Context: an optimization exercise on an open-source flow, tuned for small area, a short achievable clock period and few clock cycles per item. The choices shown serve that exercise and are no tape-out recipe.
Power is estimated from default activity; no workload was simulated.

==> yarrow <==
Design mvm_layer, start of the top module:
module mvm_layer (
   input  logic  clk,
   input  logic  reset,
   input  logic  s_valid,
   output logic  s_ready,
   input  logic signed [16-1:0] data_in,
   output logic  m_valid,
   input  logic  m_ready,
   output logic signed [16-1:0] data_out
);
export LEC_CHECK = 0
export CAP_MARGIN = 20
export CORE_MARGIN = 2
export CORE_UTILIZATION = 40
export CTS_BUF_LIST = sky130_fd_sc_hd__clkbuf_4 sky130_fd_sc_hd__clkbuf_8
export PLACE_DENSITY = 0.6
export SETUP_SLACK_MARGIN = 4.4
export SLEW_MARGIN = 20
create_clock -name core_clock -period 7.0 [get_ports {clk}]
standard.sh (not shown) runs the stock make flow with config.mk's settings and CLKGATE_MAP_FILE= SYNTH_SCRIPT=/design/flow/synth_recipe.tcl, a recipe that flattens the netlist after the stock synthesis.
==> flow/flow/run.sh <==
#!/bin/bash
# Layout flow: the standard synthesis, then a polarity pass on the full
# adders of the synthesized netlist (flow/polfix.py: a full adder is
# self-dual, so complementing its inputs complements its outputs; choosing
# each adder's polarity removes most inverters between adders), checked
# against the synthesized netlist on random vectors (flow/neteq.py), then the
# standard flow from floorplan to the final layout.
set -euo pipefail
R=orfs/results/${FLOW_PLATFORM}/mvm_layer/base

bash standard.sh synth > synth.log 2>&1

cp $R/1_2_yosys.v $R/1_2_yosys_std.v
python3 flow/polfix.py $R/1_2_yosys_std.v $R/1_2_yosys_pol.v > polfix.log 2>&1
python3 flow/neteq.py $R/1_2_yosys_std.v $R/1_2_yosys_pol.v 40 > neteq.log 2>&1
cp $R/1_2_yosys_pol.v $R/1_2_yosys.v
rm -f $R/1_synth.odb $R/1_synth.sdc

bash standard.sh > layout.log 2>&1
Other scripts of this flow, unchanged in this note and not shown: flow/flow/neteq.py, flow/flow/polfix.py
==> inputs of zinc, as changes to yarrow <==
--- a/flow/config.mk
+++ b/flow/config.mk
@@ -9,5 +9,4 @@
 export CORE_MARGIN = 2
 export CORE_UTILIZATION = 40
-export CTS_BUF_LIST = sky130_fd_sc_hd__clkbuf_4 sky130_fd_sc_hd__clkbuf_8
 export PLACE_DENSITY = 0.6
 export SETUP_SLACK_MARGIN = 4.4
==> notes.md <==
- Against zinc, the routed wire length of yarrow is higher by about 1.3%.
- Of yarrow and zinc, yarrow has the higher cell count (gap 1.9%, measured against zinc).
- Between yarrow and zinc, the lower clock power is in yarrow (gap about 2%, measured against zinc).
- Of yarrow and zinc, zinc has the higher total power (gap about 1.3%, measured against zinc).
- In zinc the global-route usage is higher than in yarrow, by 0.11 points.
- In sequential power, zinc and yarrow hardly differ.
- Design area: yarrow is larger than zinc (about 0.3%).
- Of yarrow and zinc, yarrow has the higher worst setup slack (gap 4.8 ps).
- Of zinc and yarrow, yarrow has the higher clock skew (gap 39 ps).
- Synthesized area is the same in zinc and yarrow.
==> figures <==
Max rail drop VDD: zinc 0.394 mV; yarrow 0.269 mV
Total design power: zinc 9.99 mW; yarrow 9.86 mW
Multi-input combinational cell count: zinc 1818; yarrow 1821
Shortest period the worst path allows: zinc 3120 ps; yarrow 3110 ps
Met1 capacity usage during global routing: zinc 34.3%; yarrow 33.9%
Fraction of met2 tracks used by global routing: zinc 41.4%; yarrow 40.9%
Sequential group share of total power: zinc 45.9%; yarrow 46.5%
Total wire length after detailed routing: zinc 122 mm; yarrow 124 mm
Worst hold-check slack: zinc 321 ps; yarrow 305 ps
Vias after detailed routing: zinc 24200; yarrow 24600
Outcome: zinc timing/DRC/antenna clean; yarrow timing/DRC/antenna clean
Final cycle utilization of the critical path: zinc 44.5%; yarrow 44.4%
Slew at the pin with the worst max-slew slack: zinc 1240 ps; yarrow 1050 ps
Resized Gates After CTS: zinc 461; yarrow 428
Area taken by multi-input logic gates: zinc 20800 sq um; yarrow 20900 sq um
Relative area of non-clock buffer cells in the final design: zinc 7.77%; yarrow 7.63%
Clk pwr share: zinc 38.9%; yarrow 38.8%
Met1 layer wirelength in the final routing: zinc 46.2 mm; yarrow 46.3 mm
Number of antenna violations at the first check in global routing: zinc 1; yarrow 7
Post-CTS setup buffer count: zinc 168; yarrow 153
Crit Reg-Reg Endpoint: zinc u_lane.q2_s2_12_5; yarrow u_lane.q2_s2_6_3
Endpoint of the most critical setup path: zinc u_lane.q2_s2_12_5; yarrow u_lane.q2_s2_6_3
No functional check of the RTL was part of any run of this note.


==> run a: inputs <==
Another version of the RTL of mvm_layer (not shown whole).
Design mvm_layer, start of the top module:
module mvm_layer (
   input  logic  clk,
   input  logic  reset,
   input  logic  s_valid,
   output logic  s_ready,
   input  logic signed [16-1:0] data_in,
   output logic  m_valid,
   input  logic  m_ready,
   output logic signed [16-1:0] data_out
);
export LEC_CHECK = 0
export CAP_MARGIN = 20
export CORE_MARGIN = 2
export CORE_UTILIZATION = 40
export PLACE_DENSITY = 0.6
export SLEW_MARGIN = 20
create_clock -name core_clock -period 7.0 [get_ports {clk}]
run.sh (not shown) runs the stock make flow with config.mk's settings and CLKGATE_MAP_FILE= SYNTH_SCRIPT=/design/flow/synth_recipe.tcl, a recipe that flattens the netlist after the stock synthesis.
Stock flow here: none of the scripts above is used.
==> inputs of run b, as changes to run a <==
SETUP_SLACK_MARGIN = 4.0   (was default)
==> inputs of run c, as changes to run a <==
SETUP_SLACK_MARGIN = 4.5   (was default)
==> comparison <==
Via count: run c > run b > run a. Of run c and run b, run c has the higher combinational power (gap 30%, measured against run b). Between run a and run c, the lower non-clock buffer count is in run a (gap 134). The lowest clock power belongs to run b, the highest to run a. Between run c and run a, the lower count of clock-buffer cells in the layout is in run c (gap 8). Worst setup slack: run a < run c < run b. The lowest hold slack belongs to run c, the highest to run a.
==> figures <==
|  | run b | run c | run a |
|---|---|---|---|
| Non-clock buffer instance count of the final layout | 124 | 185 | 51 |
| RR Startpoint | u_input_buffer.x[40]$_DFFE_PP_ | ctl[106]$_DFF_P_ | u_control.skid_valid$_SDFF_PP0_ |
| Detailed-route via count | 22000 | 22500 | 21700 |
| Capturing point of the worst reg2reg path | u_lane.q4_s4_8_3$_DFFE_PN_ | u_lane.q4_s4_8_3$_DFFE_PN_ | ctl[15]$_DFF_P_ |
| Fraction of power consumed by combinational cells | 0.075 | 0.094 | 0.074 |
| Origin of the worst setup path | u_input_buffer.x[40]$_DFFE_PP_ | ctl[106]$_DFF_P_ | u_control.skid_valid$_SDFF_PP0_ |
| Worst path max stage delay | 0.59 ns | 0.71 ns | 0.64 ns |
| Signed area change from the synthesized netlist to the final layout | 14.9% | 19.2% | 9.70% |
| Maximum number of pins on one net before global-route repair | 83 | 141 | 78 |
| Setup WS pre-CTS | 2.87 ns | 3.20 ns | 3.27 ns |
| Final wirelength | 106000 um | 110000 um | 103000 um |
| Register-to-register setup slack | 3.60 ns | 3.59 ns | 3.31 ns |
| Outcome | complete, no violations | complete, no violations | complete, no violations |
| Total placed instance area | 0.0361 mm2 | 0.0365 mm2 | 0.0357 mm2 |
| Final period demand of the worst path | 3.40 ns | 3.41 ns | 3.69 ns |
| Switching power | 1.79 mW | 1.96 mW | 1.87 mW |
Function was not checked in any run of this note: the RTL went through the layout flow alone.

static timing again, ports no longer ideal:
No port has a modelled driver above. Below, the same layouts with a new extraction and two added sets of constraints. Step 1 sets driving cells, clkbuf_16 on the clock port and buf_2 on the other inputs (assumed; they add their load-dependent delay and slew). Step 2 moves the port delays by t, midway between the first and last clock arrival at a register: inputs arrive t later, outputs are due t later. That takes back most of the time a late clock gives input paths. Three values: ideal ports, drivers, drivers and shift; two values: the first two.
| run | t, ns | slack for setup (ns) | hold WS [ns] | slew at the worst register clock pin (ns) | worst data-port slew with drivers (ns) |
|---|---|---|---|---|---|
| yarrow | 0.784 | 3.890 / 3.890 / 3.683 | 0.305 / 0.305 / 0.305 | 0.08 / 0.08 | 0.04 |
| zinc | 0.690 | 3.885 / 3.885 / 3.664 | 0.321 / 0.321 / 0.321 | 0.07 / 0.07 | 0.06 |
| run a | 0.678 | 3.308 / 3.308 / 3.257 | 0.411 / 0.411 / 0.411 | 0.07 / 0.07 | 0.05 |
| run b | 0.698 | 3.597 / 3.597 / 3.532 | 0.401 / 0.401 / 0.401 | 0.08 / 0.08 | 0.07 |
| run c | 0.666 | 3.587 / 3.587 / 3.587 | 0.397 / 0.397 / 0.397 | 0.07 / 0.07 | 0.06 |
After both steps setup and hold are still met in every run listed. For zinc, which loses most, drivers alone change the setup slack by 0.000 ns; drivers and shift together by -0.221 ns.
